Context: an optimization exercise on an open-source flow, tuned for small area. The choices shown serve that exercise and are no tape-out recipe.
Function was checked by simulation only, so behaviour that the tests miss may differ from the original.
Power figures rest on the tool's default switching activity, not on a simulated workload.

// scalar_kalman_filter_unit
module scalar_kalman_filter_unit (
    input  logic                                 i_clk,
    input  logic                                 i_rst_n,
    input  logic                                 i_in_valid,
    output logic                                 o_in_stall,
    input  logic signed [skf_pkg::VALUE_W-1:0]   i_sample,
    output logic                                 o_out_valid,
    input  logic                                 i_out_stall,
    output logic signed [skf_pkg::VALUE_W-1:0]   o_estimate,
    input  logic                                 i_cfg_we,
    input  logic [skf_pkg::CFG_IDX_W-1:0]        i_cfg_index,
    input  logic [skf_pkg::REG_W-1:0]            i_cfg_data
);
Size: ~520 cells after synthesis, roughly 220 flip-flops, roughly 110 I/O pins.
clock: 12.0 ns
lec_check: 0
cap_margin: 20
core_margin: 2
core_utilization: 50
slew_margin: 20
standard.sh (not shown) runs the stock make flow with config.mk's settings and CLKGATE_MAP_FILE= SYNTH_SCRIPT=/design/flow/synth_recipe.tcl, a recipe that flattens the netlist after the stock synthesis.
==> flow/flow/run.sh <==
#!/bin/bash
# Standard ORFS layout, with the smallest buffer on the ports and a clock tree
# of small buffers without dummy loads. Make's output goes to flow.log here;
# each ORFS step keeps its own log under orfs/logs.
set -euo pipefail
bash standard.sh \
  "BUFFER_PORTS_ARGS=-buffer_cell sky130_fd_sc_hd__buf_1" \
  "CTS_ARGS=-sink_clustering_enable -repair_clock_nets -buf_list sky130_fd_sc_hd__clkbuf_8 -sink_clustering_size 20 -sink_clustering_max_diameter 60 -root_buf sky130_fd_sc_hd__clkbuf_4 -tree_buf sky130_fd_sc_hd__clkbuf_4 -dont_use_dummy_load" \
  finish > flow.log 2>&1
The baseline completed with no timing, DRC or antenna violations.
Rerun with:
--- a/flow/design.v
+++ b/flow/design.v
@@ -46,13 +46,14 @@
     logic        r_out_valid;
     logic [REG_W-1:0]   r_q, r_r;
     logic [VALUE_W-1:0] r_est;
     logic [31:0]        r_cov;   
     logic [31:0]        r_rem;   
     logic [32:0]        r_g;     
-    logic               r_qdef, r_rdef, r_covdef, r_estz;
+    logic               r_qdef, r_rdef;
+    logic               r_fresh;  
     logic r_c1, r_c2, r_c3;      
     logic r_d;                   
     logic r_gcap;                
     logic r_seen;                
     logic r_rneg;                
     logic r_satp, r_satd;        
@@ -79,16 +80,16 @@
     assign ph_cmul = (r_ph == P_CMUL);
     assign ph_ccpy = (r_ph == P_CCPY);
     assign mul     = ph_emul || ph_cmul;
     assign q_bit    = r_qdef ? q_reset[r_cyc] : r_q[r_cyc];
     assign r_bit    = r_rdef ? r_reset[r_cyc] : r_r[r_cyc];
     assign s_bit    = i_sample[r_cyc];
-    assign cov_bit  = r_covdef ? (r_cyc == 5'd30) : r_cov[0];
+    assign cov_bit  = r_fresh ? (r_cyc == 5'd30) : r_cov[0];
     assign pred_bit = r_satp || r_cov[0];
-    assign est_bit  = !r_estz && r_est[0];
-    assign smp_bit  = r_estz ? r_est[0] : s_bit;
+    assign est_bit  = !r_fresh && r_est[0];
+    assign smp_bit  = r_fresh ? r_est[0] : s_bit;
     assign g_bit = j0 ? r_g[0] : r_gcap;
     assign m_bit = g_bit ^ r_seen;
     assign a_x  = ph_pre ? cov_bit : (g_bit && smp_bit);
     assign a_y  = ph_pre ? q_bit : (m_bit && est_bit);
     assign a_ci = !j0 && r_c1;
     skf_sadd u_add_a (.a(a_x), .b(a_y), .ci(a_ci), .s(a_s), .co(a_co));
@@ -110,15 +111,15 @@
     assign cov_in   = ph_pre  ? a_s :
                       ph_ccpy ? (r_seen ? r_rem[0] : r_cov[0]) : r_cov[0];
     assign rem31_in = ph_pre ? a_s : ph_div ? m_s : (mul && j31) ? m_hi : r_rem[0];
     assign rem30_in = (mul && !j0) ? m_s : r_rem[31];
     assign g30_in   = (mul || ph_ecpy) ? r_g[0] : r_g[31];
     assign g0_in    = (ph_div && j31) ? gbit_w : r_g[1];
-    assign est_sh   = ph_emul || ph_ecpy || (ph_pre && r_estz);
+    assign est_sh   = ph_emul || ph_ecpy || (ph_pre && r_fresh);
     assign est_in   = ph_pre  ? s_bit :
-                      ph_ecpy ? (r_seen ? r_rem[0] : (!r_estz && r_est[0])) : r_est[0];
+                      ph_ecpy ? (r_seen ? r_rem[0] : (!r_fresh && r_est[0])) : r_est[0];
     always_ff @(posedge i_clk) begin
         r_cov <= {cov_in, r_cov[31:1]};
         r_rem <= {rem31_in, rem30_in, r_rem[30:1]};
         r_g   <= {r_g[0], r_g[32], g30_in, r_g[30:2], g0_in};
         if (est_sh) r_est <= {est_in, r_est[VALUE_W-1:1]};
         r_c1 <= a_co;
@@ -150,20 +151,18 @@
             r_cyc       <= '0;
             r_pc        <= '0;
             r_ph        <= P_IDLE;
             r_out_valid <= 1'b0;
             r_qdef      <= 1'b1;
             r_rdef      <= 1'b1;
-            r_covdef    <= 1'b1;
-            r_estz      <= 1'b1;
+            r_fresh     <= 1'b1;
         end else begin
             r_cyc <= r_cyc + 5'd1;
             if (i_cfg_we && i_cfg_index == REG_PROCESS_NOISE) r_qdef <= 1'b0;
             if (i_cfg_we && i_cfg_index == REG_MEASUREMENT_NOISE) r_rdef <= 1'b0;
-            if (ph_pre && j31) r_covdef <= 1'b0;
-            if (ph_ecpy && j31) r_estz <= 1'b0;
+            if (ph_ecpy && j31) r_fresh <= 1'b0;
             if (ph_ecpy && j31) begin
                 r_out_valid <= 1'b1;
             end else if (!i_out_stall) begin
                 r_out_valid <= 1'b0;
             end
             if (j31) begin
@@ -177,11 +176,11 @@
                     P_CMUL: if (r_pc == 5'd29) r_ph <= P_CCPY;
                     default: r_ph <= P_IDLE;
                 endcase
             end
         end
     end
-    assign take        = r_estz ? ph_pre : (ph_emul && r_pc == 5'd29);
+    assign take        = r_fresh ? ph_pre : (ph_emul && r_pc == 5'd29);
     assign o_in_stall  = !(take && j31);
     assign o_out_valid = r_out_valid;
     assign o_estimate  = r_est;
 endmodule
Effect: Setup slack loses 0.13 ns. Final area fell by 1.7%. First-iteration DRC count rose by 52%. Power barely changes. Routed wire length fell by 0.89%. Synthesized area fell by 2.3%.

[port drivers added, routing unchanged]
How much do the figures lean on ideal ports? The routed layouts below were timed once more, with nothing changed but the port constraints. Step 1: set_driving_cell puts a clkbuf_16 on i_clk and a buf_2 on each other input, an assumption about the parent block. Step 2 moves the port delays by t, midway between the first and last clock arrival at a register: inputs arrive t later, outputs are due t later. That takes back most of the time a late clock gives input paths. Slacks: ideal / step 1 / step 2; pairs: ideal / step 1.
run	t (ns)	slack for setup (ns)	clock arrival spread, ns	worst register clock-pin slew, ns
the first run	0.607	5.853 / 5.847 / 5.240	0.035 / 0.035	0.11 / 0.11
the second run	0.583	5.726 / 5.740 / 5.157	0.032 / 0.032	0.11 / 0.11
After both steps setup and hold are still met in every run listed. The setup slack of the first run, which loses most, moves by -0.006 ns with the drivers and by -0.613 ns with both steps.
